This is an optimization exercise on Yosys and OpenROAD, whose aim is small area, a short achievable clock period and few clock cycles per item, not a production implementation.
Function was checked by simulation only, so behaviour that the tests miss may differ from the original.
Power is estimated from default activity; no workload was simulated.

==> wip/garnet <==
==> flow/design.v <==
module bit_rev_reorder #(
    parameter int LOG2N  = 7,
    parameter int DATA_W = 16
) (
    input  logic              Clk,
    input  logic              reset,
    input  logic              start,
    input  logic              in_valid,
    input  logic [DATA_W-1:0] in_re,
    input  logic [DATA_W-1:0] in_im,
    output logic              out_valid,
    output logic [DATA_W-1:0] out_re,
    output logic [DATA_W-1:0] out_im,
    output logic [LOG2N-1:0]  out_index,
    output logic              busy,
    output logic              tc
);
    localparam int N   = 1 << LOG2N;
    localparam int W   = 2 * DATA_W;
    localparam int GB  = 2;
    localparam int G   = 1 << GB;
    localparam int RB  = LOG2N - GB;
    localparam int R   = 1 << RB;
    function automatic logic [LOG2N-1:0] rev(input logic [LOG2N-1:0] a);
        for (int i = 0; i < LOG2N; i++) rev[i] = a[LOG2N-1-i];
    endfunction
    logic             acc;           
    logic [LOG2N-1:0] acnt;          
    logic             cur_mode;      
    logic             nxt_mode;      
    logic             cur_nat;       
    logic             new_nat;
    logic [LOG2N-1:0] wr_addr;
    logic             idle;
    logic             take_in;       
    logic             ld_end;        
    assign acc     = start & idle;
    assign take_in = ~idle & in_valid;
    assign ld_end  = take_in & (&acnt);
    assign new_nat = 1'b0;
    assign nxt_mode = ~(cur_mode ^ cur_nat);
    assign wr_addr  = cur_mode ? rev(acnt) : acnt;
    always_ff @(posedge Clk or posedge reset) begin
        if (reset) begin
            busy     <= 1'b0;
            idle     <= 1'b1;
            acnt     <= '0;
            cur_mode <= 1'b0;
            cur_nat  <= 1'b0;
        end else if (acc) begin
            busy     <= 1'b1;
            idle     <= 1'b0;
            acnt     <= '0;
            cur_mode <= nxt_mode;
            cur_nat  <= new_nat;
        end else if (take_in) begin
            acnt <= acnt + LOG2N'(1);
            if (ld_end) begin
                busy <= 1'b0;
                idle <= 1'b1;
            end
        end
    end
    logic [W-1:0]       w_data;
    logic [N-1:0]       w_en;
    logic               w_v;
    logic [LOG2N:0]     mcnt;        
    always_ff @(posedge Clk) begin
        w_data <= {in_re, in_im};
    end
    always_ff @(posedge Clk or posedge reset) begin
        if (reset) begin
            w_v <= 1'b0;
        end else begin
            w_v <= take_in;
        end
    end
    always_ff @(posedge Clk) begin
        for (int i = 0; i < N; i++) w_en[i] <= take_in & (wr_addr == LOG2N'(i));
    end
    always_ff @(posedge Clk or posedge reset) begin
        if (reset) begin
            mcnt <= '0;
        end else if (acc) begin
            mcnt <= '0;
        end else if (w_v && !mcnt[LOG2N]) begin
            mcnt <= mcnt + (LOG2N+1)'(1);
        end
    end
    logic [W-1:0] r_mem [N];
    always_ff @(posedge Clk) begin
        for (int r = 0; r < N; r++) begin
            if (w_en[r]) r_mem[r] <= w_data;
        end
    end
    logic             rd_act;        
    logic [LOG2N-1:0] rcnt;          
    logic             rorder;        
    logic             rnat;
    logic             rd_cur;        
    logic             pend;          
    logic             p_order;
    logic             p_nat;
    logic [LOG2N-1:0] need;          
    logic [LOG2N-1:0] raddr;
    logic             go;
    logic             take;
    assign need  = rnat ? rcnt : rev(rcnt);
    assign raddr = rorder ? rcnt : rev(rcnt);
    assign go    = rd_act & (~rd_cur | ({1'b0, need} < mcnt));
    assign take  = pend & (~rd_act | (go & (&rcnt)));
    always_ff @(posedge Clk or posedge reset) begin
        if (reset) begin
            rd_act  <= 1'b0;
            rcnt    <= '0;
            rorder  <= 1'b0;
            rnat    <= 1'b0;
            rd_cur  <= 1'b0;
            pend    <= 1'b0;
            p_order <= 1'b0;
            p_nat   <= 1'b0;
        end else begin
            if (take) begin
                rd_act <= 1'b1;
                rcnt   <= '0;
                rorder <= p_order;
                rnat   <= p_nat;
            end else if (go) begin
                rcnt <= rcnt + LOG2N'(1);
                if (&rcnt) rd_act <= 1'b0;
            end
            if (acc) begin
                pend    <= 1'b1;
                p_order <= nxt_mode ^ new_nat;
                p_nat   <= new_nat;
                rd_cur  <= 1'b0;
            end else if (take) begin
                pend   <= 1'b0;
                rd_cur <= 1'b1;
            end
        end
    end
    logic             s0_v;
    logic             s0_tc;
    logic [LOG2N-1:0] s0_idx;
    logic [N-1:0]     s0_sel;
    always_ff @(posedge Clk or posedge reset) begin
        if (reset) begin
            s0_v  <= 1'b0;
            s0_tc <= 1'b0;
        end else begin
            s0_v  <= go;
            s0_tc <= go & (&rcnt);
        end
    end
    always_ff @(posedge Clk) begin
        for (int i = 0; i < N; i++) s0_sel[i] <= (raddr == LOG2N'(i));
        s0_idx <= rcnt;
    end
    logic [W-1:0]     s1_word [G];
    logic             s1_v;
    logic             s1_tc;
    logic [LOG2N-1:0] s1_idx;
    logic [W-1:0]     grp_word [G];
    always_comb begin
        for (int g = 0; g < G; g++) begin
            grp_word[g] = '0;
            for (int i = 0; i < R; i++) grp_word[g] = grp_word[g] | ({W{s0_sel[g * R + i]}} & r_mem[g * R + i]);
        end
    end
    always_ff @(posedge Clk) begin
        for (int g = 0; g < G; g++) s1_word[g] <= grp_word[g];
        s1_idx <= s0_idx;
    end
    always_ff @(posedge Clk or posedge reset) begin
        if (reset) begin
            s1_v  <= 1'b0;
            s1_tc <= 1'b0;
        end else begin
            s1_v  <= s0_v;
            s1_tc <= s0_tc;
        end
    end
    logic [W-1:0] out_word;
    always_comb begin
        out_word = '0;
        for (int g = 0; g < G; g++) out_word = out_word | s1_word[g];
    end
    always_ff @(posedge Clk or posedge reset) begin
        if (reset) begin
            out_valid <= 1'b0;
            tc        <= 1'b0;
        end else begin
            out_valid <= s1_v;
            tc        <= s1_tc;
        end
    end
    always_ff @(posedge Clk) begin
        out_index        <= s1_idx;
        {out_re, out_im} <= out_word;
    end
endmodule
==> flow/run.sh <==
#!/bin/bash
# synth_recipe.tcl (not shown) runs the flow's synth.tcl, then flattens the netlist and writes it again
# the make line also repeats each setting of config.mk as NAME=value (left out here)
make -C /OpenROAD-flow-scripts/flow DESIGN_CONFIG=/design/flow/config.mk WORK_HOME=/design/flow/orfs CLKGATE_MAP_FILE= SYNTH_SCRIPT=/design/flow/synth_recipe.tcl finish
==> flow/config.mk <==
export PLATFORM = sky130hd
export DESIGN_NAME = bit_rev_reorder
export DESIGN_NICKNAME = bit_rev_reorder
export VERILOG_FILES = /design/flow/design.v
export SDC_FILE = /design/flow/constraint.sdc
export NUM_CORES = 4
export LEC_CHECK = 0
export CAP_MARGIN = 20
export CORE_MARGIN = 2
export CORE_UTILIZATION = 62
export CTS_CLUSTER_DIAMETER = 80
export CTS_CLUSTER_SIZE = 25
export SETUP_SLACK_MARGIN = 2.5
export SLEW_MARGIN = 20
==> flow/constraint.sdc <==
create_clock -name core_clock -period 5.0 [get_ports {Clk}]
set_input_delay 1.0000 -clock core_clock [delete_from_list [all_inputs] [get_ports {Clk}]]
set_output_delay 1.0000 -clock core_clock [all_outputs]
set_load 0.01 [all_outputs]
==> wip/harbor (differences from wip/garnet) <==
--- a/flow/design.v
+++ b/flow/design.v
@@ -42,24 +42,22 @@
     assign wr_addr  = cur_mode ? rev(acnt) : acnt;
     always_ff @(posedge Clk or posedge reset) begin
         if (reset) begin
-            busy     <= 1'b0;
             idle     <= 1'b1;
             acnt     <= '0;
             cur_mode <= 1'b0;
             cur_nat  <= 1'b0;
         end else if (acc) begin
-            busy     <= 1'b1;
             idle     <= 1'b0;
             acnt     <= '0;
             cur_mode <= nxt_mode;
             cur_nat  <= new_nat;
         end else if (take_in) begin
             acnt <= acnt + LOG2N'(1);
-            if (ld_end) begin
-                busy <= 1'b0;
-                idle <= 1'b1;
-            end
-        end
+            if (ld_end) idle <= 1'b1;
+        end
+    end
+    always_ff @(posedge Clk) begin
+        busy <= ~reset & (acc | (~idle & ~ld_end));
     end
     logic [W-1:0]       w_data;
     logic [N-1:0]       w_en;
==> wip/amber (differences from wip/garnet) <==
--- a/flow/design.v
+++ b/flow/design.v
@@ -42,24 +42,22 @@
     assign wr_addr  = cur_mode ? rev(acnt) : acnt;
     always_ff @(posedge Clk or posedge reset) begin
         if (reset) begin
-            busy     <= 1'b0;
             idle     <= 1'b1;
             acnt     <= '0;
             cur_mode <= 1'b0;
             cur_nat  <= 1'b0;
         end else if (acc) begin
-            busy     <= 1'b1;
             idle     <= 1'b0;
             acnt     <= '0;
             cur_mode <= nxt_mode;
             cur_nat  <= new_nat;
         end else if (take_in) begin
             acnt <= acnt + LOG2N'(1);
-            if (ld_end) begin
-                busy <= 1'b0;
-                idle <= 1'b1;
-            end
-        end
+            if (ld_end) idle <= 1'b1;
+        end
+    end
+    always_ff @(posedge Clk) begin
+        busy <= ~reset & (acc | (~idle & ~ld_end));
     end
     logic [W-1:0]       w_data;
     logic [N-1:0]       w_en;
--- a/flow/config.mk
+++ b/flow/config.mk
@@ -7,8 +7,8 @@
 export LEC_CHECK = 0
 export CAP_MARGIN = 20
 export CORE_MARGIN = 2
-export CORE_UTILIZATION = 62
+export CORE_UTILIZATION = 68
 export CTS_CLUSTER_DIAMETER = 80
 export CTS_CLUSTER_SIZE = 25
-export SETUP_SLACK_MARGIN = 2.5
+export SETUP_SLACK_MARGIN = 2.6
 export SLEW_MARGIN = 20
==> wip/lagoon (differences from wip/garnet) <==
==> flow/design.v, changed modules only <==
module bit_rev_reorder #(
    parameter int LOG2N  = 7,
    parameter int DATA_W = 16
) (
    input  logic              Clk,
    input  logic              reset,
    input  logic              start,
    input  logic              in_valid,
    input  logic [DATA_W-1:0] in_re,
    input  logic [DATA_W-1:0] in_im,
    output logic              out_valid,
    output logic [DATA_W-1:0] out_re,
    output logic [DATA_W-1:0] out_im,
    output logic [LOG2N-1:0]  out_index,
    output logic              busy,
    output logic              tc
);
    localparam int N   = 1 << LOG2N;
    localparam int W   = 2 * DATA_W;
    localparam int GB  = 2;
    localparam int G   = 1 << GB;
    localparam int RB  = LOG2N - GB;
    localparam int R   = 1 << RB;
    localparam int WHB = LOG2N / 2;
    localparam int WLB = LOG2N - WHB;
    function automatic logic [LOG2N-1:0] rev(input logic [LOG2N-1:0] a);
        for (int i = 0; i < LOG2N; i++) rev[i] = a[LOG2N-1-i];
    endfunction
    logic             acc;           
    logic [LOG2N-1:0] acnt;          
    logic             cur_mode;      
    logic             nxt_mode;      
    logic             cur_nat;       
    logic             new_nat;
    logic [LOG2N-1:0] wr_addr;
    assign acc = start & ~busy;
    assign new_nat = 1'b0;
    assign nxt_mode = ~(cur_mode ^ cur_nat);
    assign wr_addr  = cur_mode ? rev(acnt) : acnt;
    always_ff @(posedge Clk or posedge reset) begin
        if (reset) begin
            busy     <= 1'b0;
            acnt     <= '0;
            cur_mode <= 1'b0;
            cur_nat  <= 1'b0;
        end else if (acc) begin
            busy     <= 1'b1;
            acnt     <= '0;
            cur_mode <= nxt_mode;
            cur_nat  <= new_nat;
        end else if (busy && in_valid) begin
            acnt <= acnt + LOG2N'(1);
            if (&acnt) busy <= 1'b0;
        end
    end
    logic [W-1:0]       w_data;
    logic [(1<<WHB)-1:0] w_hi;
    logic [(1<<WLB)-1:0] w_lo;
    logic               w_v;
    logic [LOG2N:0]     mcnt;        
    always_ff @(posedge Clk) begin
        w_data <= {in_re, in_im};
    end
    always_ff @(posedge Clk or posedge reset) begin
        if (reset) begin
            w_v  <= 1'b0;
            w_hi <= '0;
            w_lo <= '0;
        end else begin
            w_v  <= busy & in_valid;
            for (int i = 0; i < (1 << WHB); i++)
                w_hi[i] <= busy & in_valid & (wr_addr[LOG2N-1:WLB] == WHB'(i));
            for (int i = 0; i < (1 << WLB); i++)
                w_lo[i] <= (wr_addr[WLB-1:0] == WLB'(i));
        end
    end
    always_ff @(posedge Clk or posedge reset) begin
        if (reset) begin
            mcnt <= '0;
        end else if (acc) begin
            mcnt <= '0;
        end else if (w_v && !mcnt[LOG2N]) begin
            mcnt <= mcnt + (LOG2N+1)'(1);
        end
    end
    logic [W-1:0] r_mem [N];
    always_ff @(posedge Clk) begin
        for (int r = 0; r < N; r++) begin
            if (w_hi[r >> WLB] && w_lo[r % (1 << WLB)]) r_mem[r] <= w_data;
        end
    end
    logic             rd_act;        
    logic [LOG2N-1:0] rcnt;          
    logic             rorder;        
    logic             rnat;
    logic             rd_cur;        
    logic             pend;          
    logic             p_order;
    logic             p_nat;
    logic [LOG2N-1:0] need;          
    logic [LOG2N-1:0] raddr;
    logic             go;
    logic             take;
    assign need  = rnat ? rcnt : rev(rcnt);
    assign raddr = rorder ? rcnt : rev(rcnt);
    assign go    = rd_act & (~rd_cur | ({1'b0, need} < mcnt));
    assign take  = pend & (~rd_act | (go & (&rcnt)));
    always_ff @(posedge Clk or posedge reset) begin
        if (reset) begin
            rd_act  <= 1'b0;
            rcnt    <= '0;
            rorder  <= 1'b0;
            rnat    <= 1'b0;
            rd_cur  <= 1'b0;
            pend    <= 1'b0;
            p_order <= 1'b0;
            p_nat   <= 1'b0;
        end else begin
            if (take) begin
                rd_act <= 1'b1;
                rcnt   <= '0;
                rorder <= p_order;
                rnat   <= p_nat;
            end else if (go) begin
                rcnt <= rcnt + LOG2N'(1);
                if (&rcnt) rd_act <= 1'b0;
            end
            if (acc) begin
                pend    <= 1'b1;
                p_order <= nxt_mode ^ new_nat;
                p_nat   <= new_nat;
                rd_cur  <= 1'b0;
            end else if (take) begin
                pend   <= 1'b0;
                rd_cur <= 1'b1;
            end
        end
    end
    logic           s0_v;
    logic           s0_tc;
    logic [LOG2N-1:0] s0_idx;
    logic [R-1:0]   s0_row;
    logic [G-1:0]   s0_grp;
    always_ff @(posedge Clk or posedge reset) begin
        if (reset) begin
            s0_v   <= 1'b0;
            s0_tc  <= 1'b0;
            s0_row <= '0;
            s0_grp <= '0;
        end else begin
            s0_v  <= go;
            s0_tc <= go & (&rcnt);
            for (int i = 0; i < R; i++) s0_row[i] <= (raddr[RB-1:0] == RB'(i));
            for (int i = 0; i < G; i++) s0_grp[i] <= (raddr[LOG2N-1:RB] == GB'(i));
        end
    end
    always_ff @(posedge Clk) begin
        s0_idx <= rcnt;
    end
    logic [W-1:0]     s1_word [G];
    logic             s1_v;
    logic             s1_tc;
    logic [LOG2N-1:0] s1_idx;
    logic [G-1:0]     s1_grp;
    logic [W-1:0]     grp_word [G];
    always_comb begin
        for (int g = 0; g < G; g++) begin
            grp_word[g] = '0;
            for (int i = 0; i < R; i++) grp_word[g] = grp_word[g] | ({W{s0_row[i]}} & r_mem[g * R + i]);
        end
    end
    always_ff @(posedge Clk) begin
        for (int g = 0; g < G; g++) s1_word[g] <= grp_word[g];
        s1_idx <= s0_idx;
    end
    always_ff @(posedge Clk or posedge reset) begin
        if (reset) begin
            s1_v   <= 1'b0;
            s1_tc  <= 1'b0;
            s1_grp <= '0;
        end else begin
            s1_v   <= s0_v;
            s1_tc  <= s0_tc;
            s1_grp <= s0_grp;
        end
    end
    logic [W-1:0] out_word;
    always_comb begin
        out_word = '0;
        for (int g = 0; g < G; g++) out_word = out_word | ({W{s1_grp[g]}} & s1_word[g]);
    end
    always_ff @(posedge Clk or posedge reset) begin
        if (reset) begin
            out_valid <= 1'b0;
            tc        <= 1'b0;
        end else begin
            out_valid <= s1_v;
            tc        <= s1_tc;
        end
    end
    always_ff @(posedge Clk) begin
        out_index        <= s1_idx;
        {out_re, out_im} <= out_word;
    end
endmodule
--- a/flow/config.mk
+++ b/flow/config.mk
@@ -7,8 +7,5 @@
 export LEC_CHECK = 0
 export CAP_MARGIN = 20
 export CORE_MARGIN = 2
-export CORE_UTILIZATION = 62
-export CTS_CLUSTER_DIAMETER = 80
-export CTS_CLUSTER_SIZE = 25
-export SETUP_SLACK_MARGIN = 2.5
+export CORE_UTILIZATION = 45
 export SLEW_MARGIN = 20
==> results.txt <==
Fraction of the yosys area taken by sequential cells: wip/amber 0.847; wip/harbor 0.847; wip/lagoon 0.841; wip/garnet 0.847
DPL Wire Length: wip/amber 259000 um; wip/harbor 267000 um; wip/lagoon 274000 um; wip/garnet 260000 um
Global routing met3 resource utilization: wip/amber 0.124; wip/harbor 0.111; wip/lagoon 0.0719; wip/garnet 0.108
Layout sequential cell count: wip/amber 4601; wip/harbor 4601; wip/lagoon 4408; wip/garnet 4601
Portion of total power attributed to sequential cells: wip/amber 0.681; wip/harbor 0.673; wip/lagoon 0.505; wip/garnet 0.639
Fraction of the mapped netlist area in compound gates: wip/amber 0.104; wip/harbor 0.104; wip/lagoon 0.109; wip/garnet 0.101
Placed cells: wip/amber 11200; wip/harbor 11500; wip/lagoon 12400; wip/garnet 11500
Avg Cell Area, Syn: wip/amber 19.1 um^2; wip/harbor 19.1 um^2; wip/lagoon 19.2 um^2; wip/garnet 19.1 um^2
Clock buffer count in the final layout: wip/amber 365; wip/harbor 364; wip/lagoon 596; wip/garnet 356
Post-synth ARST share: wip/amber 0.00761; wip/harbor 0.00761; wip/lagoon 0.0225; wip/garnet 0.00782
Critical path's slowest cell: wip/amber sky130_fd_sc_hd__dfrtp_1; wip/harbor sky130_fd_sc_hd__dfrtp_2; wip/lagoon sky130_fd_sc_hd__dfrtp_1; wip/garnet sky130_fd_sc_hd__dfrtp_2
Number of combinational gates with multiple inputs: wip/amber 3202; wip/harbor 3202; wip/lagoon 3133; wip/garnet 3224
DP Area: wip/amber 163000 um^2; wip/harbor 163000 um^2; wip/lagoon 162000 um^2; wip/garnet 163000 um^2
Outcome: wip/amber finished clean; wip/harbor finished clean; wip/lagoon finished clean; wip/garnet finished clean
Worst clock skew: wip/amber 0.0334 ns; wip/harbor 0.0380 ns; wip/lagoon 0.0537 ns; wip/garnet 0.0370 ns
Headroom to the max-slew limit: wip/amber 0.202; wip/harbor 0.216; wip/lagoon 0.116; wip/garnet 0.211
Syn Nets: wip/amber 8279; wip/harbor 8279; wip/lagoon 8086; wip/garnet 8302
Pin count of the biggest net entering global routing: wip/amber 107; wip/harbor 97; wip/lagoon 104; wip/garnet 97
Final #Nets: wip/amber 8410; wip/harbor 8439; wip/lagoon 8385; wip/garnet 8451
Number of register bits inferred by synthesis: wip/amber 4601; wip/harbor 4601; wip/lagoon 4408; wip/garnet 4601
Max H-tree Level: wip/amber 4; wip/harbor 4; wip/lagoon 5; wip/garnet 4
Yosys top cell area share: wip/amber 0.782; wip/harbor 0.782; wip/lagoon 0.798; wip/garnet 0.782
Final Non-Filler Cells: wip/amber 11700; wip/harbor 12000; wip/lagoon 13300; wip/garnet 12000
Met1 Usage GRT: wip/amber 0.607; wip/harbor 0.585; wip/lagoon 0.418; wip/garnet 0.599
Combinational fraction of design power: wip/amber 0.012; wip/harbor 0.015; wip/lagoon 0.125; wip/garnet 0.080
Final worst-path setup slack: wip/amber 2.50 ns; wip/harbor 2.49 ns; wip/lagoon 1.65 ns; wip/garnet 2.47 ns
Detail Route met2 WL: wip/amber 237000 um; wip/harbor 249000 um; wip/lagoon 251000 um; wip/garnet 244000 um
Testbench counts of wip/garnet, summed over its fixed seeds: cycles 17,384, frames 128.
Testbench counts of wip/harbor, summed over its fixed seeds: cycles 17,384, frames 128.
Testbench counts of wip/amber, summed over its fixed seeds: cycles 17,384, frames 128.
Testbench counts of wip/lagoon, summed over its fixed seeds: cycles 17,384, frames 128.

[separate check: timing with driven ports]
Ports are ideal in the flow. The routed layouts listed here were re-timed in OpenROAD.
Step 1 sets driving cells, clkbuf_16 on the clock port and buf_2 on the other inputs (assumed; they add their load-dependent delay and slew).
Step 2 also shifts input and output timing later by t, the mid clock arrival at the registers, as if the neighbouring blocks saw the same clock.
Three values: ideal ports, drivers, drivers and shift; two values: the first two.
| run | t, ns | setup WS [ns] | worst register clock-pin slew, ns |
|---|---|---|---|
| wip/garnet | 0.990 | 2.472 / 2.374 / 1.753 | 0.11 / 0.11 |
| wip/harbor | 0.998 | 2.491 / 2.391 / 1.823 | 0.11 / 0.11 |
| wip/amber | 1.026 | 2.497 / 2.384 / 1.702 | 0.11 / 0.11 |
| wip/lagoon | 1.079 | 1.647 / 1.544 / 2.029 | 0.07 / 0.07 |
After both steps setup and hold are still met in every run listed. The setup slack of wip/amber, which loses most, moves by -0.113 ns with the drivers and by -0.795 ns with both steps.
